Source: an optimization exercise on an open RTL-to-GDS flow (aim: small area and a short achievable clock period). Production flows keep margins and buffers that such runs may drop. Function was checked by simulation only, so behaviour that the tests miss may differ from the original. No activity file was given, so power comes from the tool's default toggle rates.

==> flow/design.v (outline; a module is shown in full before it is edited, if it fits) <==
// module mul_issue: 50 lines
// module mul_stage: 39 lines
// module mul_tree: 2715 lines
// module mul_result: 72 lines
// module mul_unit: 56 lines
module mul_unit (
    input  logic           clk,
    input  logic           rst_n,
    input  mul_pkg::op_t   op,
    input  mul_pkg::word_t mul_in_a,
    input  mul_pkg::word_t mul_in_b,
    output logic           mul_out_valid,
    output mul_pkg::word_t mul_out
);
  // ...
==> flow/flow/run.sh <==
#!/bin/bash
# The standard layout (the standard.sh, ORFS from the unchanged standard synthesis
# through finish) with two changes:
#  1. after synthesis, polarity2.py re-chooses where the netlist's inverters go around
#     its full adders (a full adder is self-dual, so an adder whose inputs and outputs
#     all pass through inverters can drop them); registers are untouched and the
#     netlist's function is unchanged.
#  2. the buffers ORFS puts on every input and output port are sky130_fd_sc_hd__buf_2
#     instead of the cell buffer_ports picks by default (clkdlybuf4s50_1, a delay cell
#     that is both larger and slower).
# Each tool's full output goes to a log of its own in this folder: run_synth.log,
# run_polarity.log, run_layout.log (ORFS's per-step logs stay under orfs/logs/).
set -euo pipefail
cd "$(dirname "$0")/.."
PORTBUF="BUFFER_PORTS_ARGS=-buffer_cell sky130_fd_sc_hd__buf_2"
bash standard.sh "$PORTBUF" synth > run_synth.log 2>&1
RES=orfs/results/${FLOW_PLATFORM}/mul_unit/base
cp "$RES/1_2_yosys.v" run_1_2_yosys_standard.v
python3 flow/polarity2.py run_1_2_yosys_standard.v "$RES/1_2_yosys.v" > run_polarity.log 2>&1
# make rebuilds 1_synth.odb from the rewritten netlist
rm -f "$RES/1_synth.odb" "$RES/1_synth.sdc"
touch "$RES/1_2_yosys.v"
bash standard.sh "$PORTBUF" finish > run_layout.log 2>&1
test -f out/final.def
==> flow/flow/polarity2.py <==
#!/usr/bin/env python3
"""Re-choose inverter placement around full adders in a mapped sky130 netlist.

A full adder is self-dual: FA(~a, ~b, ~c) = (~sum, ~cout); and an xor2 becomes an
xnor2 by complementing its output. Yosys's extract_fa leaves many adders whose inputs
and outputs all pass through inverters. This pass removes the netlist's inverters
(except those at ports), chooses for each full adder and xor2/xnor2 whether to use it
complemented so as to need as few inverters as possible (local search), and puts back
one inverter per signal that some load needs complemented. Registers and every other
cell stay as they are, and the netlist's function is unchanged.

usage: polarity2.py IN.v OUT.v
"""
import math
import random
import re
import sys

P = "sky130_fd_sc_hd__"
OUT_PINS = {"X", "Y", "Q", "Q_N", "SUM", "COUT", "HI", "LO"}
INV = {P + "inv_1", P + "inv_2", P + "inv_4", P + "inv_6", P + "inv_8",
       P + "clkinv_1", P + "clkinv_2", P + "clkinv_4"}
FA = {P + "fa_1", P + "fa_2", P + "fa_4"}
XSWAP = {P + "xor2_1": P + "xnor2_1", P + "xnor2_1": P + "xor2_1",
         P + "xor2_2": P + "xnor2_2", P + "xnor2_2": P + "xor2_2",
         P + "xor2_4": P + "xnor2_4", P + "xnor2_4": P + "xor2_4"}

src = open(sys.argv[1]).read()
cell_re = re.compile(r"^  (\S+) (\S+(?: )?) \((.*?)\n  \);\n", re.S | re.M)
pin_re = re.compile(r"\.(\w+)\(([^()]*)\)")
m = list(cell_re.finditer(src))
head = src[:m[0].start()]
tail = src[m[-1].end():]
for a, b in zip(m, m[1:]):
    assert src[a.end():b.start()].strip() == "", src[a.end():b.start()][:200]

cells = {}
order = []
for x in m:
    typ, name, body = x.group(1), x.group(2).strip(), x.group(3)
    pins = {p: n.strip() for p, n in pin_re.findall(body)}
    cells[name] = [typ, pins]
    order.append(name)

ports = set()
for hi, lo, nm in re.findall(r"^\s*(?:input|output)\s+(?:\[(\d+):(\d+)\]\s+)?(\S+);", head, re.M):
    if hi:
        ports.update(f"{nm}[{i}]" for i in range(int(lo), int(hi) + 1))
    else:
        ports.add(nm)

drv = {}
for name, (typ, pins) in cells.items():
    for p, n in pins.items():
        if p in OUT_PINS:
            drv[n] = (name, p)

# inverters this pass may remove: not touching a port
I = {c for c, (t, pins) in cells.items()
     if t in INV and pins["A"] not in ports and pins["Y"] not in ports}

def source(n):
    par = 0
    while n in drv and drv[n][0] in I:
        n = cells[drv[n][0]][1]["A"]
        par ^= 1
    return n, par

def flippable(c):
    t, pins = cells[c]
    if t not in FA and t not in XSWAP:
        return False
    return all(n not in ports for p, n in pins.items() if p in OUT_PINS)

# signals: net -> list of (cell, pin, parity)
loads = {}
for c, (t, pins) in cells.items():
    if c in I:
        continue
    for p, n in pins.items():
        if p in OUT_PINS:
            continue
        s, par = source(n)
        loads.setdefault(s, []).append((c, p, par))

var = {c: 0 for c in cells if c not in I and flippable(c)}
# signals each variable touches
touch = {c: set() for c in var}
for s, ld in loads.items():
    d = drv.get(s)
    if d and d[0] in var:
        touch[d[0]].add(s)
    for c, p, par in ld:
        if c in var and cells[c][0] in FA:
            touch[c].add(s)

def cost(s):
    d = drv.get(s)
    prod = var.get(d[0], 0) if d else 0
    for c, p, par in loads[s]:
        need = par ^ (var[c] if c in var and cells[c][0] in FA else 0)
        if need != prod:
            return 1
    return 0

total = sum(cost(s) for s in loads)
start = total
best = total
best_var = dict(var)
names = sorted(var)
rng = random.Random(1)
T = 3.0
steps = 1000 * len(names)
for k in range(steps):
    c = rng.choice(names)
    sig = touch[c]
    before = sum(cost(s) for s in sig)
    var[c] ^= 1
    after = sum(cost(s) for s in sig)
    d = after - before
    temp = T * (1 - k / steps) + 1e-3
    if d <= 0 or rng.random() < math.exp(-d / temp):
        total += d
        if total < best:
            best = total
            best_var = dict(var)
    else:
        var[c] ^= 1
var = best_var
n_removed = len(I)
print(f"polarity2: inverters {n_removed} removable, {start} before search, {best} after",
      file=sys.stderr)

# rebuild
for c in I:
    del cells[c]
order = [c for c in order if c not in I]
new_wires = []
cnt = [0]
inv_net = {}
def inverted(s):
    if s not in inv_net:
        cnt[0] += 1
        y = f"_pol{cnt[0]}_"
        new_wires.append(y)
        name = f"_polinv{cnt[0]}_"
        cells[name] = [P + "inv_1", {"A": s, "Y": y}]
        order.append(name)
        inv_net[s] = y
    return inv_net[s]

for s, ld in loads.items():
    d = drv.get(s)
    prod = var.get(d[0], 0) if d else 0
    for c, p, par in ld:
        need = par ^ (var[c] if c in var and cells[c][0] in FA else 0)
        cells[c][1][p] = s if need == prod else inverted(s)

for c, v in var.items():
    if v and cells[c][0] in XSWAP:
        t, pins = cells[c]
        nt = XSWAP[t]
        op = [p for p in pins if p in OUT_PINS][0]
        np = "Y" if "xnor" in nt else "X"
        net = pins.pop(op)
        pins[np] = net
        cells[c][0] = nt

out = [head.rstrip("\n")]
for w in new_wires:
    out.append(f"  wire {w};")
def esc(n):
    return n + " " if n.startswith("\\") else n
for name in order:
    typ, pins = cells[name]
    body = ",\n".join(f"    .{p}({esc(n)})" for p, n in pins.items())
    out.append(f"  {typ} {esc(name)} (\n{body}\n  );")
out.append(tail.lstrip("\n"))
open(sys.argv[2], "w").write("\n".join(out))
==> flow/standard.sh <==
#!/bin/bash
# synth_recipe.tcl (not shown) runs the flow's synth.tcl, then flattens the netlist and writes it again
# the make line also repeats each setting of config.mk as NAME=value (left out here)
make -C /OpenROAD-flow-scripts/flow DESIGN_CONFIG=/design/flow/config.mk WORK_HOME=/design/flow/orfs CLKGATE_MAP_FILE= SYNTH_SCRIPT=/design/flow/synth_recipe.tcl "${@:-finish}"
==> flow/config.mk <==
export PLATFORM = sky130hd
export DESIGN_NAME = mul_unit
export DESIGN_NICKNAME = mul_unit
export VERILOG_FILES = /design/flow/design.v
export SDC_FILE = /design/flow/constraint.sdc
export NUM_CORES = 4
export LEC_CHECK = 0
export ABC_AREA = 1
export CAP_MARGIN = 50
export CORE_MARGIN = 2
export CORE_UTILIZATION = 40
export CTS_CLUSTER_DIAMETER = 200
export CTS_CLUSTER_SIZE = 20
export SLEW_MARGIN = 75
==> flow/constraint.sdc <==
create_clock -name core_clock -period 20.0 [get_ports {clk}]
set_input_delay 4.0000 -clock core_clock [delete_from_list [all_inputs] [get_ports {clk}]]
set_output_delay 4.0000 -clock core_clock [all_outputs]
set_load 0.01 [all_outputs]
==> out/summary.json, run 1 <==
{
  "seq_cells": {"value": 346},
  "finalNonFillerCells": {"value": 4021},
  "worst_r2r_endpoint": {"value": "stage_i.sum1_out[33]"},
  "timing_worst_slew_pin_value": {"value": 0.4107, "unit": "ns"},
  "worst_hold_path.endpoint": {"value": "result_i.r_d[2][28]"},
  "swShare": {"value": 0.4755},
  "pg_seq": {"value": 0.00118, "unit": "W"},
  "floorplan.rows": {"value": 101},
  "layout.cells.most_common": {"value": "sky130_fd_sc_hd__o22ai_1"},
  "max_stage_delay": {"value": 0.35, "unit": "ns"},
  "post-cts-setup-buffer-count": {"value": 0},
  "clockNetworkAreaShare": {"value": 0.01668},
  "met2_wirelength": {"value": 44950, "unit": "um"},
  "timing.setup.critical_path_class": {"value": "flop to primary output"},
  "maxCapViolations": {"value": 0},
  "fin_tns_setup": {"value": 0, "unit": "ns"},
  "total_switching_power": {"value": 0.002793, "unit": "W"},
  "design_area": {"value": 33680, "unit": "um2"},
  "slowest_stage": {"value": "sky130_fd_sc_hd__dfxtp_1"},
  "crit_family": {"value": "flip-flops"},
  "first_pass_grt_wire_length": {"value": 159000, "unit": "um"},
  "multiInputCombCellCount": {"value": 2200},
  "seq_share": {"value": 0.2064},
  "achievable-frequency": {"value": 0.1980, "unit": "GHz"},
  "timing.critical_path.to_type": {"value": "primary output"},
  "r2r-start": {"value": "issue_i.neg[3]"},
  "nFillCells": {"value": 7248},
  "crit_path_max_fanout": {"value": 2},
  "place_area": {"value": 32900, "unit": "um2"},
  "final_cell_mix": {"value": "sky130_fd_sc_hd__o22ai_1, sky130_fd_sc_hd__fa_1, sky130_fd_sc_hd__xnor2_1, sky130_fd_sc_hd__dfxtp_1, sky130_fd_sc_hd__inv_1"},
  "drc": {"value": 0},
  "worst_skew_pair.late_latency": {"value": 0.61, "unit": "ns"},
  "outcome": {"value": "finished clean"}
}
==> module mul_stage, before the edit <==
module mul_stage (
    input  logic            clk,
    input  logic            rst_n,
    input  logic            valid_in,
    input  mul_pkg::word_t  a_in,
    input  logic            a_hi_in,
    input  logic [16:0]     one_in,
    input  logic [16:0]     two_in,
    input  logic [16:0]     neg_in,
    input  logic            sel_hi_in,
    output logic            valid_out,
    output logic            sel_hi_out,
    output mul_pkg::dword_t sum0_out,
    output mul_pkg::dword_t sum1_out
);
    mul_pkg::dword_t sum0;
    mul_pkg::dword_t sum1;
    mul_tree tree_i (
        .a    (a_in),
        .a_hi (a_hi_in),
        .one  (one_in),
        .two  (two_in),
        .neg  (neg_in),
        .sum0 (sum0),
        .sum1 (sum1)
    );
    always_ff @(posedge clk) begin
        if (!rst_n) begin
            valid_out <= 1'b0;
        end else begin
            valid_out <= valid_in;
        end
    end
    always_ff @(posedge clk) begin
        sel_hi_out <= sel_hi_in;
        sum0_out   <= sum0;
        sum1_out   <= sum1;
    end
endmodule
==> module mul_result, before the edit <==
module mul_result #(
    parameter int DELAY = 2
) (
    input  logic            clk,
    input  logic            rst_n,
    input  logic            valid,
    input  logic            sel_hi,
    input  mul_pkg::dword_t sum0,
    input  mul_pkg::dword_t sum1,
    output logic            mul_out_valid,
    output mul_pkg::word_t  mul_out
);
    mul_pkg::dword_t  prod;
    mul_pkg::word_t   word_sel;
    logic [DELAY-1:0] v_d;
    mul_pkg::word_t   r_d [DELAY];
    mul_pkg::dword_t  gen [12];
    mul_pkg::dword_t  prop [12];
    always_comb begin
        gen[0]  = sum0 & sum1;
        prop[0] = sum0 ^ sum1;
        for (int l = 1; l <= 6; l++) begin
            gen[l]  = gen[l-1];
            prop[l] = prop[l-1];
            for (int i = 0; i < 64; i++) begin
                if (((i + 1) % (1 << l)) == 0) begin
                    gen[l][i]  = gen[l-1][i] | (prop[l-1][i] & gen[l-1][i - (1 << (l-1))]);
                    prop[l][i] = prop[l-1][i] & prop[l-1][i - (1 << (l-1))];
                end
            end
        end
        for (int l = 5; l >= 1; l--) begin
            gen[12-l]  = gen[11-l];
            prop[12-l] = prop[11-l];
            for (int i = 0; i < 64; i++) begin
                if (((i + 1) % (1 << l)) == (1 << (l-1)) && i >= (1 << l)) begin
                    gen[12-l][i]  = gen[11-l][i] | (prop[11-l][i] & gen[11-l][i - (1 << (l-1))]);
                    prop[12-l][i] = prop[11-l][i] & prop[11-l][i - (1 << (l-1))];
                end
            end
        end
        prod = prop[0] ^ {gen[11][62:0], 1'b0};
        word_sel = sel_hi ? prod[63:32] : prod[31:0];
    end
    always_ff @(posedge clk) begin
        if (!rst_n) begin
            v_d <= '0;
        end else begin
            v_d[0] <= valid;
            for (int k = 1; k < DELAY; k++) begin
                v_d[k] <= v_d[k-1];
            end
        end
    end
    always_ff @(posedge clk) begin
        r_d[0] <= word_sel;
        for (int k = 1; k < DELAY; k++) begin
            r_d[k] <= r_d[k-1];
        end
    end
    always_ff @(posedge clk) begin
        if (!rst_n) begin
            mul_out_valid <= 1'b0;
            mul_out       <= '0;
        end else begin
            mul_out_valid <= v_d[DELAY-1];
            if (v_d[DELAY-1]) begin
                mul_out <= r_d[DELAY-1];
            end
        end
    end
endmodule
==> module mul_unit, before the edit <==
module mul_unit (
    input  logic           clk,
    input  logic           rst_n,
    input  mul_pkg::op_t   op,
    input  mul_pkg::word_t mul_in_a,
    input  mul_pkg::word_t mul_in_b,
    output logic           mul_out_valid,
    output mul_pkg::word_t mul_out
);
    logic            valid_s0, valid_s1;
    logic            a_hi_s0, sel_hi_s0, sel_hi_s1;
    logic [16:0]     one_s0, two_s0, neg_s0;
    mul_pkg::word_t  a_s0;
    mul_pkg::dword_t sum0_s1, sum1_s1;
    mul_issue issue_i (
        .clk       (clk),
        .rst_n     (rst_n),
        .op        (op),
        .mul_in_a  (mul_in_a),
        .mul_in_b  (mul_in_b),
        .valid     (valid_s0),
        .a         (a_s0),
        .a_hi      (a_hi_s0),
        .one       (one_s0),
        .two       (two_s0),
        .neg       (neg_s0),
        .sel_hi    (sel_hi_s0)
    );
    mul_stage stage_i (
        .clk        (clk),
        .rst_n      (rst_n),
        .valid_in   (valid_s0),
        .a_in       (a_s0),
        .a_hi_in    (a_hi_s0),
        .one_in     (one_s0),
        .two_in     (two_s0),
        .neg_in     (neg_s0),
        .sel_hi_in  (sel_hi_s0),
        .valid_out  (valid_s1),
        .sel_hi_out (sel_hi_s1),
        .sum0_out   (sum0_s1),
        .sum1_out   (sum1_s1)
    );
    mul_result #(
        .DELAY (6 - 3)
    ) result_i (
        .clk           (clk),
        .rst_n         (rst_n),
        .valid         (valid_s1),
        .sel_hi        (sel_hi_s1),
        .sum0          (sum0_s1),
        .sum1          (sum1_s1),
        .mul_out_valid (mul_out_valid),
        .mul_out       (mul_out)
    );
endmodule
==> run 2: changes to the inputs <==
--- a/flow/design.v
+++ b/flow/design.v
@@ -68,50 +68,55 @@
     input  logic            a_hi_in,
     input  logic [16:0]     one_in,
     input  logic [16:0]     two_in,
     input  logic [16:0]     neg_in,
     input  logic            sel_hi_in,
     output logic            valid_out,
     output logic            sel_hi_out,
     output mul_pkg::dword_t sum0_out,
-    output mul_pkg::dword_t sum1_out
+    output logic [63:8] sum1_out,
+    output logic            cin_out
 );
     mul_pkg::dword_t sum0;
     mul_pkg::dword_t sum1;
+    logic            cin;
     mul_tree tree_i (
         .a    (a_in),
         .a_hi (a_hi_in),
         .one  (one_in),
         .two  (two_in),
         .neg  (neg_in),
         .sum0 (sum0),
-        .sum1 (sum1)
+        .sum1 (sum1),
+        .cin  (cin)
     );
     always_ff @(posedge clk) begin
         if (!rst_n) begin
             valid_out <= 1'b0;
         end else begin
             valid_out <= valid_in;
         end
     end
     always_ff @(posedge clk) begin
         sel_hi_out <= sel_hi_in;
         sum0_out   <= sum0;
-        sum1_out   <= sum1;
+        sum1_out   <= sum1[63:8];
+        cin_out    <= cin;
     end
 endmodule
 module mul_tree (
     input  logic [31:0] a,
     input  logic        a_hi,
     input  logic [16:0] one,
     input  logic [16:0] two,
     input  logic [16:0] neg,
     output logic [63:0] sum0,
-    output logic [63:0] sum1
+    output logic [63:0] sum1,
+    output logic        cin
 );
     logic [33:0] pp0;
     assign pp0[0] = (one[0] & a[0]) ^ neg[0];
     assign pp0[1] = ((one[0] & a[1]) | (two[0] & a[0])) ^ neg[0];
     assign pp0[2] = ((one[0] & a[2]) | (two[0] & a[1])) ^ neg[0];
     assign pp0[3] = ((one[0] & a[3]) | (two[0] & a[2])) ^ neg[0];
     assign pp0[4] = ((one[0] & a[4]) | (two[0] & a[3])) ^ neg[0];
     assign pp0[5] = ((one[0] & a[5]) | (two[0] & a[4])) ^ neg[0];
@@ -2806,43 +2811,80 @@
     logic s1051;
     logic c1052;
     assign s1051 = pp16[30] ^ s929 ^ c928;
     assign c1052 = (pp16[30] & s929) | (c928 & (pp16[30] ^ s929));
     logic s1053;
     logic c1054;
     assign s1053 = ~pp15[33] ^ pp16[31] ^ c930;
     assign c1054 = (~pp15[33] & pp16[31]) | (c930 & (~pp15[33] ^ pp16[31]));
-    assign sum0 = {c1052, c1050, c1048, c1046, c1044, c1042, c1040, c1038, c1036, c1034, c1032, c1030, c1028, c1026, c1024, c1022, c1020, c1018, c1016, c1014, c1012, c1010, c1008, c1006, c1004, c1002, c1000, c998, c996, c994, c992, c990, c988, c986, c984, c982, c980, c978, c976, c974, c972, c970, c968, c966, c964, c962, c960, c958, c956, c954, c952, c950, c948, c946, c944, c942, c940, c938, c936, c934, c932, neg[1], pp0[1], pp0[0]};
-    assign sum1 = {s1053, s1051, s1049, s1047, s1045, s1043, s1041, s1039, s1037, s1035, s1033, s1031, s1029, s1027, s1025, s1023, s1021, s1019, s1017, s1015, s1013, s1011, s1009, s1007, s1005, s1003, s1001, s999, s997, s995, s993, s991, s989, s987, s985, s983, s981, s979, s977, s975, s973, s971, s969, s967, s965, s963, s961, s959, s957, s955, s953, s951, s949, s947, s945, s943, s941, s939, s937, s935, s933, s931, 1'b0, neg[0]};
+    logic s1055;
+    logic c1056;
+    assign s1055 = pp0[0] ^ neg[0];
+    assign c1056 = pp0[0] & neg[0];
+    logic s1057;
+    logic c1058;
+    assign s1057 = pp0[1] ^ c1056;
+    assign c1058 = pp0[1] & c1056;
+    logic s1059;
+    logic c1060;
+    assign s1059 = neg[1] ^ s931 ^ c1058;
+    assign c1060 = (neg[1] & s931) | (c1058 & (neg[1] ^ s931));
+    logic s1061;
+    logic c1062;
+    assign s1061 = c932 ^ s933 ^ c1060;
+    assign c1062 = (c932 & s933) | (c1060 & (c932 ^ s933));
+    logic s1063;
+    logic c1064;
+    assign s1063 = c934 ^ s935 ^ c1062;
+    assign c1064 = (c934 & s935) | (c1062 & (c934 ^ s935));
+    logic s1065;
+    logic c1066;
+    assign s1065 = c936 ^ s937 ^ c1064;
+    assign c1066 = (c936 & s937) | (c1064 & (c936 ^ s937));
+    logic s1067;
+    logic c1068;
+    assign s1067 = c938 ^ s939 ^ c1066;
+    assign c1068 = (c938 & s939) | (c1066 & (c938 ^ s939));
+    logic s1069;
+    logic c1070;
+    assign s1069 = c940 ^ s941 ^ c1068;
+    assign c1070 = (c940 & s941) | (c1068 & (c940 ^ s941));
+    assign sum0 = {c1052, c1050, c1048, c1046, c1044, c1042, c1040, c1038, c1036, c1034, c1032, c1030, c1028, c1026, c1024, c1022, c1020, c1018, c1016, c1014, c1012, c1010, c1008, c1006, c1004, c1002, c1000, c998, c996, c994, c992, c990, c988, c986, c984, c982, c980, c978, c976, c974, c972, c970, c968, c966, c964, c962, c960, c958, c956, c954, c952, c950, c948, c946, c944, c942, s1069, s1067, s1065, s1063, s1061, s1059, s1057, s1055};
+    assign sum1 = {s1053, s1051, s1049, s1047, s1045, s1043, s1041, s1039, s1037, s1035, s1033, s1031, s1029, s1027, s1025, s1023, s1021, s1019, s1017, s1015, s1013, s1011, s1009, s1007, s1005, s1003, s1001, s999, s997, s995, s993, s991, s989, s987, s985, s983, s981, s979, s977, s975, s973, s971, s969, s967, s965, s963, s961, s959, s957, s955, s953, s951, s949, s947, s945, s943, 1'b0, 1'b0, 1'b0, 1'b0, 1'b0, 1'b0, 1'b0, 1'b0};
+    assign cin = c1070;
 endmodule
 `default_nettype wire
 `timescale 1ns/10ps
 `default_nettype none
 module mul_result #(
     parameter int DELAY = 2
 ) (
     input  logic            clk,
     input  logic            rst_n,
     input  logic            valid,
     input  logic            sel_hi,
     input  mul_pkg::dword_t sum0,
-    input  mul_pkg::dword_t sum1,
+    input  logic [63:8] sum1_hi,
+    input  logic            cin,
     output logic            mul_out_valid,
     output mul_pkg::word_t  mul_out
 );
     mul_pkg::dword_t  prod;
     mul_pkg::word_t   word_sel;
     logic [DELAY-1:0] v_d;
     mul_pkg::word_t   r_d [DELAY];
     mul_pkg::dword_t  gen [12];
     mul_pkg::dword_t  prop [12];
+    mul_pkg::dword_t  sum1;
     always_comb begin
+        sum1    = {sum1_hi, {8{1'b0}}};
         gen[0]  = sum0 & sum1;
         prop[0] = sum0 ^ sum1;
+        gen[0][8-1] = cin;
         for (int l = 1; l <= 6; l++) begin
             gen[l]  = gen[l-1];
             prop[l] = prop[l-1];
             for (int i = 0; i < 64; i++) begin
                 if (((i + 1) % (1 << l)) == 0) begin
                     gen[l][i]  = gen[l-1][i] | (prop[l-1][i] & gen[l-1][i - (1 << (l-1))]);
                     prop[l][i] = prop[l-1][i] & prop[l-1][i - (1 << (l-1))];
                 end
@@ -2900,17 +2942,19 @@
     input  mul_pkg::word_t mul_in_b,
     output logic           mul_out_valid,
     output mul_pkg::word_t mul_out
 );
     logic            valid_s0, valid_s1;
     logic            a_hi_s0, sel_hi_s0, sel_hi_s1;
     logic [16:0]     one_s0, two_s0, neg_s0;
     mul_pkg::word_t  a_s0;
-    mul_pkg::dword_t sum0_s1, sum1_s1;
+    mul_pkg::dword_t sum0_s1;
+    logic [63:8] sum1_s1;
+    logic            cin_s1;
     mul_issue issue_i (
         .clk       (clk),
         .rst_n     (rst_n),
         .op        (op),
         .mul_in_a  (mul_in_a),
         .mul_in_b  (mul_in_b),
         .valid     (valid_s0),
         .a         (a_s0),
@@ -2928,24 +2972,26 @@
         .a_hi_in    (a_hi_s0),
         .one_in     (one_s0),
         .two_in     (two_s0),
         .neg_in     (neg_s0),
         .sel_hi_in  (sel_hi_s0),
         .valid_out  (valid_s1),
         .sel_hi_out (sel_hi_s1),
         .sum0_out   (sum0_s1),
-        .sum1_out   (sum1_s1)
+        .sum1_out   (sum1_s1),
+        .cin_out    (cin_s1)
     );
     mul_result #(
         .DELAY (6 - 3)
     ) result_i (
         .clk           (clk),
         .rst_n         (rst_n),
         .valid         (valid_s1),
         .sel_hi        (sel_hi_s1),
         .sum0          (sum0_s1),
-        .sum1          (sum1_s1),
+        .sum1_hi       (sum1_s1),
+        .cin           (cin_s1),
         .mul_out_valid (mul_out_valid),
         .mul_out       (mul_out)
     );
 endmodule
 `default_nettype wire
==> flow/config.mk (replaced) <==
export PLATFORM = sky130hd
export DESIGN_NAME = mul_unit
export DESIGN_NICKNAME = mul_unit
export VERILOG_FILES = /design/flow/design.v
export SDC_FILE = /design/flow/constraint.sdc
export NUM_CORES = 4
export LEC_CHECK = 0
export ABC_AREA = 1
export CAP_MARGIN = 50
export CORE_MARGIN = 2
export CORE_UTILIZATION = 55
export CTS_CLUSTER_DIAMETER = 200
export CTS_CLUSTER_SIZE = 20
export PLACE_DENSITY = 0.65
export SLEW_MARGIN = 75
==> out/summary.json, run 2 <==
{
  "critical_path_required": {"value": 16.00, "unit": "ns", "change": "about the same"},
  "worst_setup_hold_path_clk_slew": {"value": 0.08, "unit": "ns", "change": "about the same"},
  "floorplan.rows": {"value": 86, "change": "was 101"},
  "synth_cells": {"value": 2995, "change": "was 3026"},
  "floorplan.io_pins": {"value": 107, "change": "unchanged"},
  "ctsLongestPathBuffers": {"value": 3, "change": "unchanged"},
  "design.final.nets": {"value": 3616, "change": "was 3664"},
  "fraction_of_final_layout_cells_sized_beyond_drive_strength_1": {"value": 0.1131, "change": "was 0.1064"},
  "gp_routability_congestion": {"value": 0.9948, "change": "was 0.9316"},
  "synth.yosys.warnings": {"value": 6, "change": "unchanged"},
  "route.vias.total": {"value": 23915, "change": "was 23596"},
  "cp_num_buf_inv": {"value": 1, "change": "unchanged"},
  "worst_setup_path_start_kind": {"value": "flop", "change": "unchanged"},
  "irDropWorstVdd": {"value": 0.1213, "unit": "mV", "change": "was 0.1137 mV"},
  "wl_per_cell": {"value": 28.08, "unit": "um", "change": "was 26.87 um"},
  "design.die.area": {"value": 57540, "unit": "um2", "change": "was 79360 um2"},
  "outcome": {"value": "finished clean", "change": "unchanged"},
  "cts-htree-levels": {"value": 1, "change": "unchanged"},
  "syn_nets": {"value": 3669, "change": "was 3704"},
  "clk_root_buffer_cell": {"value": "sky130_fd_sc_hd__clkbuf_16", "change": "unchanged"},
  "crit_family": {"value": "flip-flops", "change": "unchanged"},
  "first_pass_grt_wire_length": {"value": 155600, "unit": "um", "change": "was 159000 um"},
  "r2r-start": {"value": "issue_i.one[0]", "change": "was issue_i.neg[3]"},
  "die_h": {"value": 239.9, "unit": "um", "change": "was 281.7 um"},
  "largest_register_ffs": {"value": 96, "change": "unchanged"},
  "cts_resized": {"value": 0, "change": "unchanged"},
  "viasPerCell": {"value": 6.474, "change": "was 5.868"},
  "timing.critical_path.to": {"value": "mul_out[2]", "change": "was mul_out[24]"},
  "cts_sinks": {"value": 340, "change": "was 346"},
  "cts_stage_hold_buffer_count": {"value": 0, "change": "unchanged"},
  "layout.cells.most_common": {"value": "sky130_fd_sc_hd__o22ai_1", "change": "unchanged"},
  "drt-total-wl": {"value": 103700, "unit": "um", "change": "was 108100 um"},
  "finalMaxSlewViolations": {"value": 0, "change": "unchanged"},
  "global_route.overflow_total": {"value": 0, "change": "unchanged"},
  "worst_r2r_path_depth": {"value": 10, "change": "unchanged"},
  "port-buffer-count": {"value": 106, "change": "unchanged"},
  "timing_hold_violations_final": {"value": 0, "change": "unchanged"},
  "cellPowerDensity": {"value": 175.4, "unit": "nW/um2", "change": "was 174.3 nW/um2"},
  "floorplan.core_area": {"value": 55090, "unit": "um2", "change": "was 76200 um2"},
  "timing.critical_path.to_type": {"value": "primary output", "change": "unchanged"},
  "timing_worst_slew_pin_value": {"value": 0.4129, "unit": "ns", "change": "was 0.4107 ns"},
  "dr.pass1.iters": {"value": 7, "change": "was 6"},
  "timing.critical_path.from": {"value": "result_i.mul_out[2]", "change": "was result_i.mul_out[24]"},
  "utilization": {"value": 0.5987, "change": "was 0.4420"},
  "place_area": {"value": 32280, "unit": "um2", "change": "was 32900 um2"},
  "initial_core_utilization": {"value": 0.5555, "change": "was 0.4048"},
  "grt_setup_unrepaired": {"value": "no", "change": "unchanged"},
  "largest_reg_by_ff_count": {"value": "result_i.r_d", "change": "unchanged"},
  "finalNonFillerCells": {"value": 3694, "change": "was 4021"},
  "design_area": {"value": 32980, "unit": "um2", "change": "was 33680 um2"},
  "numPlacedInstances": {"value": 3666, "change": "was 3988"},
  "slowest_stage": {"value": "sky130_fd_sc_hd__dfxtp_1", "change": "unchanged"},
  "maxCapViolations": {"value": 0, "change": "unchanged"},
  "grt_antenna_before_repair": {"value": 5, "change": "was 2"},
  "fin_tns_setup": {"value": 0, "unit": "ns", "change": "unchanged"},
  "timing.critical_path.depth": {"value": 1, "change": "unchanged"},
  "detail_route.iter0.violations": {"value": 3256, "change": "was 2619"},
  "achievable-frequency": {"value": 0.1987, "unit": "GHz", "change": "was 0.1980 GHz"},
  "timing.setup.critical_path_class": {"value": "flop to primary output", "change": "unchanged"},
  "cts-buffers-inserted": {"value": 20, "change": "was 21"},
  "post-cts-setup-buffer-count": {"value": 0, "change": "unchanged"},
  "finalCritPeriodShare": {"value": 0.2516, "change": "was 0.2525"},
  "grt_start_max_net_pins": {"value": 39, "change": "was 41"},
  "global_route.usage.total": {"value": 0.3666, "change": "was 0.2725"},
  "cp_cell_sequence": {"value": "buf_2", "change": "unchanged"},
  "worst_min_delay_path_category": {"value": "flop to flop", "change": "unchanged"},
  "die_x": {"value": 239.9, "unit": "um", "change": "was 281.7 um"},
  "biggestRegsByFlops": {"value": "result_i.r_d: 96 flops, stage_i.sum0_out: 64 flops, stage_i.sum1_out: 56 flops", "change": "was result_i.r_d: 96 flops, stage_i.sum0_out: 64 flops, stage_i.sum1_out: 63 flops"},
  "tritoncts": {"value": "built", "change": "unchanged"},
  "netlist_area": {"value": 30600, "unit": "um2", "change": "was 30850 um2"},
  "area_overhead_vs_synth": {"value": 7.776, "unit": "%", "change": "was 9.191%"},
  "crit_path_max_fanout": {"value": 2, "change": "unchanged"},
  "synth_area_per_cell": {"value": 10.22, "unit": "um2", "change": "was 10.19 um2"},
  "relSlewSlack": {"value": 0.7247, "change": "was 0.7262"},
  "leakagePower": {"value": 13.20, "unit": "nW", "change": "was 13.28 nW"},
  "worst-endpoint-arrival": {"value": 1.03, "unit": "ns", "change": "was 1.05 ns"},
  "drc": {"value": 0, "change": "unchanged"},
  "max_stage_delay": {"value": 0.35, "unit": "ns", "change": "about the same"},
  "regToRegSetupSlack": {"value": 15.66, "unit": "ns", "change": "was 15.50 ns"},
  "final_cell_mix": {"value": "sky130_fd_sc_hd__o22ai_1, sky130_fd_sc_hd__fa_1, sky130_fd_sc_hd__xnor2_1, sky130_fd_sc_hd__dfxtp_1, sky130_fd_sc_hd__inv_1", "change": "unchanged"},
  "hold-worst-slack": {"value": 0.3283, "unit": "ns", "change": "was 0.3259 ns"},
  "fin_skew": {"value": 0.05864, "unit": "ns", "change": "was 0.05609 ns"},
  "detail-route-antenna-nets": {"value": 0, "change": "unchanged"},
  "finalCriticalPeriod": {"value": 5.032, "unit": "ns", "change": "was 5.051 ns"},
  "detailedPlacementHpwl": {"value": 70650, "unit": "um", "change": "was 73340 um"},
  "setup_viol": {"value": 0, "change": "unchanged"},
  "worst_r2r_endpoint": {"value": "stage_i.sum1_out[33]", "change": "unchanged"},
  "worst_skew_pair.late_latency": {"value": 0.60, "unit": "ns", "change": "was 0.61 ns"},
  "first_global_vias": {"value": 25236, "change": "was 23874"}
}
## run 2: final cells by class
cell class / instances / area (um2)
fill: 4660 / 22110
sequential: 340 / 6844
clock buffer: 23 / 511.7
antenna: 2 / 5.005
tap: 748 / 935.9
clock inverter: 1 / 16.27
multi-input combinational: 2184 / 22260
inverter: 198 / 783.3
timing repair buffer: 198 / 1624
## run 2: report_power, final
part           leakage (nW)  internal, W  switching, W
Combinational          10.1      0.00180       0.00242
Clock                 0.257     0.000182      0.000236
Sequential             2.85      0.00102      0.000118
Total                  13.2      0.00301       0.00278
## run 2: metal layers
metal,vias to the layer above,routed length [um],GRT usage
li1,9800,-,-
met4,2,7331,0.2144
met2,1994,43710,0.5389
met1,11643,37160,0.4697
met3,476,15520,0.1274
met5,-,18,0
## run 2: worst min-delay path by stage
stage | from | endpoint | slack [ns] | cells past startpoint
2_1_floorplan | result_i.r_d[0][0] | result_i.r_d[1][0] | 0.31 | 0
3_3_place_gp | result_i.r_d[0][13] | result_i.r_d[1][13] | 0.31 | 0
3_5_place_dp | result_i.r_d[1][10] | result_i.r_d[2][10] | 0.31 | 0
4_1_cts | result_i.r_d[1][27] | result_i.r_d[2][27] | 0.33 | 0
5_1_grt | result_i.r_d[1][27] | result_i.r_d[2][27] | 0.33 | 0
6_report | result_i.r_d[0][4] | result_i.r_d[1][4] | 0.33 | 0
## run 2: through the flow
stage / worst slack, ns / total power, W
after CTS: 14.94 / 0.005695
after floorplan: 15.19 / 0.003734
after detailed placement: 14.91 / 0.005271
after global placement: 14.92 / 0.005051
final: 14.97 / 0.005785
after global routing: 14.91 / 0.006283
==> run 3: changes to the inputs <==
--- a/flow/config.mk
+++ b/flow/config.mk
@@ -8,3 +8,3 @@
 export ABC_AREA = 1
-export CAP_MARGIN = 50
+export CAP_MARGIN = 30
 export CORE_MARGIN = 2
@@ -14,2 +14,2 @@
 export PLACE_DENSITY = 0.65
-export SLEW_MARGIN = 75
+export SLEW_MARGIN = 50
==> out/summary.json, run 3 <==
{
  "timing_worst_slew_pin_value": {"value": 0.7506, "unit": "ns", "change": "was 0.4129 ns"},
  "max_stage_delay": {"value": 0.33, "unit": "ns", "change": "was 0.35 ns"},
  "first_pass_grt_wire_length": {"value": 154000, "unit": "um", "change": "was 155600 um"},
  "tritoncts": {"value": "built", "change": "unchanged"},
  "drc": {"value": 0, "change": "unchanged"},
  "first_global_vias": {"value": 24947, "change": "was 25236"},
  "global_route.overflow_total": {"value": 0, "change": "unchanged"},
  "grt_setup_unrepaired": {"value": "no", "change": "unchanged"},
  "place_area": {"value": 31620, "unit": "um2", "change": "was 32280 um2"},
  "fin_skew": {"value": 0.04290, "unit": "ns", "change": "was 0.05864 ns"},
  "port-buffer-count": {"value": 106, "change": "unchanged"},
  "synth.yosys.warnings": {"value": 6, "change": "unchanged"},
  "detailedPlacementHpwl": {"value": 69760, "unit": "um", "change": "was 70650 um"},
  "relSlewSlack": {"value": 0.4960, "change": "was 0.7247"},
  "cp_num_buf_inv": {"value": 1, "change": "unchanged"},
  "crit_family": {"value": "flip-flops", "change": "unchanged"},
  "fin_tns_setup": {"value": 0, "unit": "ns", "change": "unchanged"},
  "finalCriticalPeriod": {"value": 5.043, "unit": "ns", "change": "was 5.032 ns"},
  "die_x": {"value": 239.9, "unit": "um", "change": "unchanged"},
  "achievable-frequency": {"value": 0.1983, "unit": "GHz", "change": "was 0.1987 GHz"},
  "critical_path_required": {"value": 16.00, "unit": "ns", "change": "about the same"},
  "gp_routability_congestion": {"value": 0.9948, "change": "unchanged"},
  "timing_hold_violations_final": {"value": 0, "change": "unchanged"},
  "dr.pass1.iters": {"value": 8, "change": "was 7"},
  "grt_antenna_before_repair": {"value": 7, "change": "was 5"},
  "regToRegSetupSlack": {"value": 15.06, "unit": "ns", "change": "was 15.66 ns"},
  "detail-route-antenna-nets": {"value": 0, "change": "unchanged"},
  "worst_setup_hold_path_clk_slew": {"value": 0.08, "unit": "ns", "change": "about the same"},
  "viasPerCell": {"value": 6.405, "change": "was 6.474"},
  "worst_min_delay_path_category": {"value": "flop to flop", "change": "unchanged"},
  "global_route.usage.total": {"value": 0.3627, "change": "was 0.3666"},
  "drt-total-wl": {"value": 102500, "unit": "um", "change": "was 103700 um"},
  "irDropWorstVdd": {"value": 0.1038, "unit": "mV", "change": "was 0.1213 mV"},
  "die_h": {"value": 239.9, "unit": "um", "change": "unchanged"},
  "design.die.area": {"value": 57540, "unit": "um2", "change": "unchanged"},
  "worst-endpoint-arrival": {"value": 1.04, "unit": "ns", "change": "was 1.03 ns"},
  "cts_resized": {"value": 0, "change": "unchanged"},
  "design_area": {"value": 32150, "unit": "um2", "change": "was 32980 um2"},
  "cellPowerDensity": {"value": 176.9, "unit": "nW/um2", "change": "was 175.4 nW/um2"},
  "cts_sinks": {"value": 340, "change": "unchanged"},
  "largest_reg_by_ff_count": {"value": "result_i.r_d", "change": "unchanged"},
  "netlist_area": {"value": 30600, "unit": "um2", "change": "unchanged"},
  "timing.setup.critical_path_class": {"value": "flop to primary output", "change": "unchanged"},
  "area_overhead_vs_synth": {"value": 5.065, "unit": "%", "change": "was 7.776%"},
  "detail_route.iter0.violations": {"value": 3363, "change": "was 3256"},
  "leakagePower": {"value": 12.84, "unit": "nW", "change": "was 13.20 nW"},
  "outcome": {"value": "finished clean", "change": "unchanged"},
  "layout.cells.most_common": {"value": "sky130_fd_sc_hd__o22ai_1", "change": "unchanged"},
  "biggestRegsByFlops": {"value": "result_i.r_d: 96 flops, stage_i.sum0_out: 64 flops, stage_i.sum1_out: 56 flops", "change": "unchanged"},
  "cts_stage_hold_buffer_count": {"value": 0, "change": "unchanged"},
  "wl_per_cell": {"value": 27.85, "unit": "um", "change": "was 28.08 um"},
  "nFillCells": {"value": 4723, "change": "was 4660"},
  "worst_setup_path_start_kind": {"value": "flop", "change": "unchanged"},
  "clk_root_buffer_cell": {"value": "sky130_fd_sc_hd__clkbuf_16", "change": "unchanged"},
  "syn_nets": {"value": 3669, "change": "unchanged"},
  "ctsLongestPathBuffers": {"value": 3, "change": "unchanged"},
  "worst_skew_pair.late_latency": {"value": 0.60, "unit": "ns", "change": "about the same"},
  "largest_register_ffs": {"value": 96, "change": "unchanged"},
  "grt_start_max_net_pins": {"value": 39, "change": "unchanged"},
  "floorplan.io_pins": {"value": 107, "change": "unchanged"},
  "initial_core_utilization": {"value": 0.5555, "change": "unchanged"},
  "fraction_of_final_layout_cells_sized_beyond_drive_strength_1": {"value": 0.09038, "change": "was 0.1131"},
  "floorplan.rows": {"value": 86, "change": "unchanged"},
  "synth_area_per_cell": {"value": 10.22, "unit": "um2", "change": "unchanged"},
  "design.final.nets": {"value": 3607, "change": "was 3616"},
  "route.vias.total": {"value": 23583, "change": "was 23915"},
  "synth_cells": {"value": 2995, "change": "unchanged"},
  "cp_cell_sequence": {"value": "buf_2", "change": "unchanged"},
  "setup_viol": {"value": 0, "change": "unchanged"},
  "post-cts-setup-buffer-count": {"value": 0, "change": "unchanged"},
  "maxCapViolations": {"value": 0, "change": "unchanged"},
  "finalCritPeriodShare": {"value": 0.2522, "change": "was 0.2516"},
  "final_cell_mix": {"value": "sky130_fd_sc_hd__o22ai_1, sky130_fd_sc_hd__fa_1, sky130_fd_sc_hd__xnor2_1, sky130_fd_sc_hd__dfxtp_1, sky130_fd_sc_hd__inv_1", "change": "unchanged"},
  "slowest_stage": {"value": "sky130_fd_sc_hd__dfxtp_1", "change": "unchanged"},
  "floorplan.core_area": {"value": 55090, "unit": "um2", "change": "unchanged"},
  "finalMaxSlewViolations": {"value": 0, "change": "unchanged"},
  "cts-buffers-inserted": {"value": 20, "change": "unchanged"},
  "timing.critical_path.to_type": {"value": "primary output", "change": "unchanged"},
  "crit_path_max_fanout": {"value": 2, "change": "unchanged"},
  "cts-htree-levels": {"value": 1, "change": "unchanged"}
}
[run 3: final cells by class]
class,count,area (um2),share of cell area
multi-input combinational,2184,21970,0.6834
sequential,340,6817,0.2120
timing repair buffer,189,1157,0.03600
tap,748,935.9,0.02911
inverter,198,748.2,0.02327
clock buffer,20,500.5,0.01557
clock inverter,1,16.27,0.0005059
antenna,2,5.005,0.0001557
[run 3: metal layers]
metal	routed length [um]	share of wire	vias up	global-route usage
met5	41	0.00040	-	0.006061
met4	7349	0.072	6	0.1950
met3	15640	0.15	471	0.1362
met2	42730	0.42	1889	0.5355
met1	36760	0.36	11434	0.4619
li1	-	-	9783	-
[run 3: per-stage QoR]
step / power [W] / utilization / hold WS (ns) / setup slack, ns / cells
detailed placement: 0.005205 / 0.5739 / 0.3121 / 14.87 / 3659
global placement: 0.005051 / 0.5737 / 0.3096 / 14.92 / 3659
global route: 0.006213 / 0.5835 / 0.3322 / 14.88 / 3680
CTS: 0.005629 / 0.5833 / 0.3261 / 14.93 / 3680
floorplan: 0.003734 / - / 0.3096 / 15.19 / 2995
finish: 0.005688 / 0.5836 / 0.3244 / 14.96 / 3682
[run 3: final timing paths]
path,from,endpoint,cells past startpoint
worst max-delay path,result_i.mul_out[16],mul_out[16],1
worst min-delay path,result_i.r_d[1][5],result_i.r_d[2][5],0
worst max register to register,issue_i.neg[8],stage_i.sum1_out[34],9
worst min register to register,result_i.r_d[1][5],result_i.r_d[2][5],0
[run 3: where the power goes]
group	internal, W	total [W]	switching (W)
combinational	0.00175	0.00413	0.00239
sequential	0.00102	0.00114	0.000117
clock	0.000179	0.000416	0.000237
==> run 4: changes to the inputs <==
--- a/flow/config.mk
+++ b/flow/config.mk
@@ -10,6 +10,6 @@
 export CORE_MARGIN = 2
-export CORE_UTILIZATION = 55
+export CORE_UTILIZATION = 65
 export CTS_CLUSTER_DIAMETER = 200
 export CTS_CLUSTER_SIZE = 20
-export PLACE_DENSITY = 0.65
+export PLACE_DENSITY = 0.75
 export SLEW_MARGIN = 50
==> out/summary.json, run 4 <==
{
  "use_met3": {"value": 0.1813, "change": "was 0.1362"},
  "initial_core_utilization": {"value": 0.6573, "change": "was 0.5555"},
  "synth_area_per_cell": {"value": 10.22, "unit": "um2", "change": "unchanged"},
  "tritoncts": {"value": "built", "change": "unchanged"},
  "fraction_of_final_layout_cells_sized_beyond_drive_strength_1": {"value": 0.09023, "change": "was 0.09038"},
  "worst_setup_hold_path_clk_slew": {"value": 0.08, "unit": "ns", "change": "about the same"},
  "cts_sinks": {"value": 340, "change": "unchanged"},
  "drt-total-wl": {"value": 103100, "unit": "um", "change": "was 102500 um"},
  "timing.critical_path.to_type": {"value": "primary output", "change": "unchanged"},
  "crit_path_max_fanout": {"value": 2, "change": "unchanged"},
  "final_cell_mix": {"value": "sky130_fd_sc_hd__o22ai_1, sky130_fd_sc_hd__fa_1, sky130_fd_sc_hd__xnor2_1, sky130_fd_sc_hd__dfxtp_1, sky130_fd_sc_hd__inv_1", "change": "unchanged"},
  "floorplan.rows": {"value": 79, "change": "was 86"},
  "area_overhead_vs_synth": {"value": 4.579, "unit": "%", "change": "was 5.065%"},
  "grt_use_met2": {"value": 0.6029, "change": "was 0.5355"},
  "multi_input_comb_area": {"value": 21970, "unit": "um2", "change": "about the same"},
  "finalCritPeriodShare": {"value": 0.2512, "change": "was 0.2522"},
  "synth_cells": {"value": 2995, "change": "unchanged"},
  "design.final.nets": {"value": 3612, "change": "was 3607"},
  "dr.pass1.iters": {"value": 10, "change": "was 8"},
  "detail_route.iter0.violations": {"value": 3980, "change": "was 3363"},
  "floorplan.io_pins": {"value": 107, "change": "unchanged"},
  "timing_worst_slew_pin_value": {"value": 0.7717, "unit": "ns", "change": "was 0.7506 ns"},
  "nFillCells": {"value": 3513, "change": "was 4723"},
  "first_pass_grt_wire_length": {"value": 153800, "unit": "um", "change": "was 154000 um"},
  "die_h": {"value": 221.0, "unit": "um", "change": "was 239.9 um"},
  "wl_per_cell": {"value": 29.07, "unit": "um", "change": "was 27.85 um"},
  "cts-htree-levels": {"value": 1, "change": "unchanged"},
  "layout.cells.most_common": {"value": "sky130_fd_sc_hd__o22ai_1", "change": "unchanged"},
  "design.die.area": {"value": 48830, "unit": "um2", "change": "was 57540 um2"},
  "cellPowerDensity": {"value": 176.3, "unit": "nW/um2", "change": "was 176.9 nW/um2"},
  "clk_root_buffer_cell": {"value": "sky130_fd_sc_hd__clkbuf_16", "change": "unchanged"},
  "maxCapViolations": {"value": 0, "change": "unchanged"},
  "leakagePower": {"value": 12.86, "unit": "nW", "change": "was 12.84 nW"},
  "die_x": {"value": 221.0, "unit": "um", "change": "was 239.9 um"},
  "grt_antenna_before_repair": {"value": 6, "change": "was 7"},
  "grt.busiest_layer": {"value": "met2", "change": "unchanged"},
  "route.vias.total": {"value": 24571, "change": "was 23583"},
  "timing.setup.critical_path_class": {"value": "flop to primary output", "change": "unchanged"},
  "setup_viol": {"value": 0, "change": "unchanged"},
  "grt_setup_unrepaired": {"value": "no", "change": "unchanged"},
  "largest_register_ffs": {"value": 96, "change": "unchanged"},
  "slowest_stage": {"value": "sky130_fd_sc_hd__dfxtp_1", "change": "unchanged"},
  "cp_num_buf_inv": {"value": 1, "change": "unchanged"},
  "floorplan.core_area": {"value": 46560, "unit": "um2", "change": "was 55090 um2"},
  "global_route.usage.total": {"value": 0.4181, "change": "was 0.3627"},
  "gr-usage-met1": {"value": 0.5144, "change": "was 0.4619"},
  "cts_resized": {"value": 0, "change": "unchanged"},
  "global_route.overflow_total": {"value": 0, "change": "unchanged"},
  "relSlewSlack": {"value": 0.4850, "change": "was 0.4960"},
  "port-buffer-count": {"value": 106, "change": "unchanged"},
  "utilization": {"value": 0.6874, "change": "was 0.5836"},
  "outcome": {"value": "finished clean", "change": "unchanged"},
  "register_area": {"value": 6809, "unit": "um2", "change": "was 6817 um2"},
  "finalCriticalPeriod": {"value": 5.024, "unit": "ns", "change": "was 5.043 ns"},
  "worst_min_delay_path_category": {"value": "flop to flop", "change": "unchanged"},
  "max_stage_delay": {"value": 0.35, "unit": "ns", "change": "was 0.33 ns"},
  "synth.yosys.warnings": {"value": 6, "change": "unchanged"},
  "timing_hold_violations_final": {"value": 0, "change": "unchanged"},
  "viasPerCell": {"value": 6.927, "change": "was 6.405"},
  "post-cts-setup-buffer-count": {"value": 0, "change": "unchanged"},
  "irDropWorstVdd": {"value": 0.1570, "unit": "mV", "change": "was 0.1038 mV"},
  "crit_family": {"value": "flip-flops", "change": "unchanged"},
  "finalMaxSlewViolations": {"value": 0, "change": "unchanged"},
  "detailedPlacementHpwl": {"value": 69170, "unit": "um", "change": "was 69760 um"},
  "worst-endpoint-arrival": {"value": 1.02, "unit": "ns", "change": "was 1.04 ns"},
  "fin_skew": {"value": 0.06781, "unit": "ns", "change": "was 0.04290 ns"},
  "cts_stage_hold_buffer_count": {"value": 0, "change": "unchanged"},
  "drc": {"value": 0, "change": "unchanged"},
  "cp_cell_sequence": {"value": "buf_2", "change": "unchanged"},
  "biggestRegsByFlops": {"value": "result_i.r_d: 96 flops, stage_i.sum0_out: 64 flops, stage_i.sum1_out: 56 flops", "change": "unchanged"},
  "worst_skew_pair.late_latency": {"value": 0.60, "unit": "ns", "change": "about the same"},
  "detail-route-antenna-nets": {"value": 0, "change": "unchanged"},
  "cts-buffers-inserted": {"value": 20, "change": "unchanged"},
  "critical_path_required": {"value": 16.00, "unit": "ns", "change": "about the same"},
  "largest_reg_by_ff_count": {"value": "result_i.r_d", "change": "unchanged"},
  "fin_tns_setup": {"value": 0, "unit": "ns", "change": "unchanged"},
  "first_global_vias": {"value": 25396, "change": "was 24947"},
  "achievable-frequency": {"value": 0.1990, "unit": "GHz", "change": "was 0.1983 GHz"},
  "gp_routability_congestion": {"value": 1.007, "change": "was 0.9948"},
  "ctsLongestPathBuffers": {"value": 3, "change": "unchanged"},
  "netlist_area": {"value": 30600, "unit": "um2", "change": "unchanged"},
  "worst_setup_path_start_kind": {"value": "flop", "change": "unchanged"},
  "grt_start_max_net_pins": {"value": 39, "change": "unchanged"},
  "syn_nets": {"value": 3669, "change": "unchanged"}
}
## run 4: path summary, 6_finish.rpt
kind	slack, ns	startpoint	to	cells after the start
max	14.98	result_i.mul_out[16]	mul_out[16]	1
min	0.33	result_i.r_d[0][28]	result_i.r_d[1][28]	0
max reg2reg	15.08	issue_i.neg[4]	stage_i.sum1_out[37]	9
min reg2reg	0.33	result_i.r_d[0][28]	result_i.r_d[1][28]	0
## run 4: layout make-up
type                       count  share of cell area
multi-input combinational   2184              0.6863
inverter                     198             0.02346
clock inverter                 1           0.0005082
timing repair buffer         194             0.03734
clock buffer                  20             0.01564
tap                          607             0.02373
antenna                        3           0.0002346
sequential                   340              0.2128
## run 4: metal layers
layer | up-vias | part of all wire
li1 | 9795 | -
met5 | - | 0.00055
met2 | 2360 | 0.41
met1 | 11713 | 0.33
met4 | 8 | 0.086
met3 | 695 | 0.17
## run 4: where the power goes
part / total (W) / switching [W] / internal (W)
logic: 0.00409 / 0.00235 / 0.00174
registers: 0.00114 / 0.000119 / 0.00102
clock network: 0.000411 / 0.000231 / 0.000180
total: 0.00564 / 0.00270 / 0.00295
## run 4: through the flow
step	cell area, um2	hold WS [ns]	std cells	worst slack (ns)	power, W
floorplan	30600	0.3096	2995	15.19	0.003734
global placement	31470	0.3098	3523	14.97	0.004884
detailed placement	31480	0.3121	3523	14.79	0.005122
CTS	32000	0.3250	3544	14.95	0.005538
global route	32000	0.3293	3544	14.90	0.006075
finish	32000	0.3262	3547	14.98	0.005644
==> run 5: changes to the inputs <==
--- a/flow/config.mk
+++ b/flow/config.mk
@@ -8,8 +8,8 @@
 export ABC_AREA = 1
-export CAP_MARGIN = 30
+export CAP_MARGIN = 25
 export CORE_MARGIN = 2
-export CORE_UTILIZATION = 65
+export CORE_UTILIZATION = 55
 export CTS_CLUSTER_DIAMETER = 200
 export CTS_CLUSTER_SIZE = 20
-export PLACE_DENSITY = 0.75
-export SLEW_MARGIN = 50
+export PLACE_DENSITY = 0.65
+export SLEW_MARGIN = 40
==> out/summary.json, run 5 <==
{
  "outcome": {"value": "finished clean", "change": "unchanged"},
  "grt_antenna_before_repair": {"value": 6, "change": "unchanged"},
  "area_overhead_vs_synth": {"value": 5.029, "unit": "%", "change": "was 4.579%"},
  "cts_sinks": {"value": 340, "change": "unchanged"},
  "dr.pass1.iters": {"value": 7, "change": "was 10"},
  "post-cts-setup-buffer-count": {"value": 0, "change": "unchanged"},
  "grt_start_max_net_pins": {"value": 39, "change": "unchanged"},
  "gp_routability_congestion": {"value": 0.9948, "change": "was 1.007"},
  "r2r-start": {"value": "issue_i.neg[9]", "change": "was issue_i.neg[4]"},
  "largest_reg_by_ff_count": {"value": "result_i.r_d", "change": "unchanged"},
  "achievable-frequency": {"value": 0.1995, "unit": "GHz", "change": "was 0.1990 GHz"},
  "global_route.usage.total": {"value": 0.3646, "change": "was 0.4181"},
  "max_stage_delay": {"value": 0.34, "unit": "ns", "change": "was 0.35 ns"},
  "final_cell_mix": {"value": "sky130_fd_sc_hd__o22ai_1, sky130_fd_sc_hd__fa_1, sky130_fd_sc_hd__xnor2_1, sky130_fd_sc_hd__dfxtp_1, sky130_fd_sc_hd__inv_1", "change": "unchanged"},
  "route.vias.total": {"value": 23760, "change": "was 24571"},
  "die_x": {"value": 239.9, "unit": "um", "change": "was 221.0 um"},
  "die_h": {"value": 239.9, "unit": "um", "change": "was 221.0 um"},
  "cts_resized": {"value": 0, "change": "unchanged"},
  "timing.critical_path.from": {"value": "result_i.mul_out[2]", "change": "was result_i.mul_out[16]"},
  "timing_hold_violations_final": {"value": 0, "change": "unchanged"},
  "worst_min_delay_path_category": {"value": "flop to flop", "change": "unchanged"},
  "floorplan.rows": {"value": 86, "change": "was 79"},
  "relSlewSlack": {"value": 0.4139, "change": "was 0.4850"},
  "cellPowerDensity": {"value": 177.3, "unit": "nW/um2", "change": "was 176.3 nW/um2"},
  "leakagePower": {"value": 12.84, "unit": "nW", "change": "was 12.86 nW"},
  "worst_setup_path_start_kind": {"value": "flop", "change": "unchanged"},
  "maxCapViolations": {"value": 0, "change": "unchanged"},
  "finalCritPeriodShare": {"value": 0.2507, "change": "was 0.2512"},
  "design_power_total": {"value": 0.005700, "unit": "W", "change": "was 0.005644 W"},
  "cts_stage_hold_buffer_count": {"value": 0, "change": "unchanged"},
  "drt-total-wl": {"value": 103100, "unit": "um", "change": "about the same"},
  "detail-route-antenna-nets": {"value": 0, "change": "unchanged"},
  "fin_tns_setup": {"value": 0, "unit": "ns", "change": "unchanged"},
  "numPlacedInstances": {"value": 3659, "change": "was 3523"},
  "finalCriticalPeriod": {"value": 5.014, "unit": "ns", "change": "was 5.024 ns"},
  "first_global_vias": {"value": 24977, "change": "was 25396"},
  "cp_cell_sequence": {"value": "buf_2", "change": "unchanged"},
  "crit_family": {"value": "flip-flops", "change": "unchanged"},
  "synth_cells": {"value": 2995, "change": "unchanged"},
  "synth.yosys.warnings": {"value": 6, "change": "unchanged"},
  "hold_path.startpoint": {"value": "result_i.r_d[1][27]", "change": "was result_i.r_d[0][28]"},
  "crit_path_max_fanout": {"value": 2, "change": "unchanged"},
  "timing_worst_slew_pin_value": {"value": 0.8782, "unit": "ns", "change": "was 0.7717 ns"},
  "tritoncts": {"value": "built", "change": "unchanged"},
  "first_pass_grt_wire_length": {"value": 154800, "unit": "um", "change": "was 153800 um"},
  "detail_route.iter0.violations": {"value": 3392, "change": "was 3980"},
  "design.die.area": {"value": 57540, "unit": "um2", "change": "was 48830 um2"},
  "cp_num_buf_inv": {"value": 1, "change": "unchanged"},
  "finalNonFillerCells": {"value": 3683, "change": "was 3547"},
  "biggestRegsByFlops": {"value": "result_i.r_d: 96 flops, stage_i.sum0_out: 64 flops, stage_i.sum1_out: 56 flops", "change": "unchanged"},
  "netlist_area": {"value": 30600, "unit": "um2", "change": "unchanged"},
  "wl_per_cell": {"value": 28.00, "unit": "um", "change": "was 29.07 um"},
  "initial_core_utilization": {"value": 0.5555, "change": "was 0.6573"},
  "design.final.nets": {"value": 3607, "change": "was 3612"},
  "nFillCells": {"value": 4737, "change": "was 3513"},
  "timing.critical_path.to_type": {"value": "primary output", "change": "unchanged"},
  "finalMaxSlewViolations": {"value": 0, "change": "unchanged"},
  "floorplan.io_pins": {"value": 107, "change": "unchanged"},
  "slowest_stage": {"value": "sky130_fd_sc_hd__dfxtp_1", "change": "unchanged"},
  "viasPerCell": {"value": 6.451, "change": "was 6.927"},
  "worst-endpoint-arrival": {"value": 1.01, "unit": "ns", "change": "was 1.02 ns"},
  "synth_area_per_cell": {"value": 10.22, "unit": "um2", "change": "unchanged"},
  "cts-buffers-inserted": {"value": 20, "change": "unchanged"},
  "port-buffer-count": {"value": 106, "change": "unchanged"},
  "irDropWorstVdd": {"value": 0.1021, "unit": "mV", "change": "was 0.1570 mV"},
  "fraction_of_final_layout_cells_sized_beyond_drive_strength_1": {"value": 0.08868, "change": "was 0.09023"},
  "critical_path_required": {"value": 16.00, "unit": "ns", "change": "about the same"},
  "cts-htree-levels": {"value": 1, "change": "unchanged"},
  "grt_setup_unrepaired": {"value": "no", "change": "unchanged"},
  "drc": {"value": 0, "change": "unchanged"},
  "fin_skew": {"value": 0.07597, "unit": "ns", "change": "was 0.06781 ns"},
  "worst_setup_hold_path_clk_slew": {"value": 0.08, "unit": "ns", "change": "about the same"},
  "largest_register_ffs": {"value": 96, "change": "unchanged"},
  "syn_nets": {"value": 3669, "change": "unchanged"},
  "regToRegSetupSlack": {"value": 15.08, "unit": "ns", "change": "about the same"},
  "worst_skew_pair.late_latency": {"value": 0.60, "unit": "ns", "change": "about the same"},
  "timing.setup.critical_path_class": {"value": "flop to primary output", "change": "unchanged"},
  "setup_viol": {"value": 0, "change": "unchanged"},
  "ctsLongestPathBuffers": {"value": 3, "change": "unchanged"},
  "layout.cells.most_common": {"value": "sky130_fd_sc_hd__o22ai_1", "change": "unchanged"},
  "floorplan.core_area": {"value": 55090, "unit": "um2", "change": "was 46560 um2"},
  "detailedPlacementHpwl": {"value": 69880, "unit": "um", "change": "was 69170 um"},
  "global_route.overflow_total": {"value": 0, "change": "unchanged"},
  "clk_root_buffer_cell": {"value": "sky130_fd_sc_hd__clkbuf_16", "change": "unchanged"}
}
==> run 5: power by group <==
group	internal, W	switching [W]	leakage, nW	total, W
combinational	0.00175	0.00240	9.74	0.00414
sequential	0.00102	0.000118	2.85	0.00114
clock	0.000180	0.000235	0.253	0.000415
total	0.00295	0.00275	12.8	0.00570
==> run 5: final cells by class <==
| class | count | area, um2 | area share |
|---|---|---|---|
| multi-input combinational | 2184 | 21970 | 0.6834 |
| sequential | 340 | 6814 | 0.2120 |
| timing repair buffer | 189 | 1154 | 0.03589 |
| tap | 748 | 935.9 | 0.02912 |
| inverter | 198 | 748.2 | 0.02328 |
| clock buffer | 20 | 500.5 | 0.01557 |
| clock inverter | 1 | 16.27 | 0.0005061 |
| antenna | 3 | 7.507 | 0.0002336 |
==> run 5: path summary, 6_finish.rpt <==
path,end,depth (start not counted)
worst max-delay path,mul_out[2],1
worst min-delay path,result_i.r_d[2][27],0
worst max register to register,stage_i.sum1_out[33],9
worst min register to register,result_i.r_d[2][27],0
==> run 5: routing by layer <==
metal / track usage / up-vias / share of wire
met4: 0.1909 / 6 / 0.067
met5: 0.01472 / - / 0.00067
met2: 0.5462 / 1954 / 0.42
met1: 0.4588 / 11602 / 0.36
li1: - / 9770 / -
met3: 0.1370 / 428 / 0.15
==> run 5: stage by stage <==
stage / cell area (um2) / hold WS, ns / util / setup WS, ns
after floorplan: 30600 / 0.3096 / - / 15.19
after global placement: 31610 / 0.3096 / 0.5737 / 14.92
after detailed placement: 31620 / 0.3121 / 0.5739 / 14.89
after CTS: 32130 / 0.3251 / 0.5832 / 14.94
after global routing: 32130 / 0.3300 / 0.5833 / 14.92
final: 32140 / 0.3242 / 0.5834 / 14.99

[separate check: timing with driven ports]
No port has a modelled driver above. Below, the same layouts with a new extraction and two added sets of constraints. Step 1 assumes that a clkbuf_16 drives the clock port and a buf_2 every other input. Step 2 times the ports against the registers' clock, not the clock port: input delays grow and output delays shrink by t, the midpoint of the rising clock arrivals with the driver on. Three values: ideal, step 1, step 2; two values: the first two.
run	shift t [ns]	setup slack, ns	hold slack, ns
run 1	0.647	14.949 / 14.885 / 14.954	0.326 / 0.326 / 0.326
run 2	0.631	14.968 / 14.907 / 14.953	0.328 / 0.328 / 0.328
run 3	0.637	14.957 / 14.894 / 14.842	0.324 / 0.324 / 0.324
run 4	0.627	14.976 / 14.916 / 14.777	0.326 / 0.326 / 0.326
run 5	0.625	14.986 / 14.927 / 14.843	0.324 / 0.324 / 0.324
After both steps every run listed still meets setup and hold. The setup slack of run 4, which loses most, moves by -0.060 ns with the drivers and by -0.199 ns with both steps.
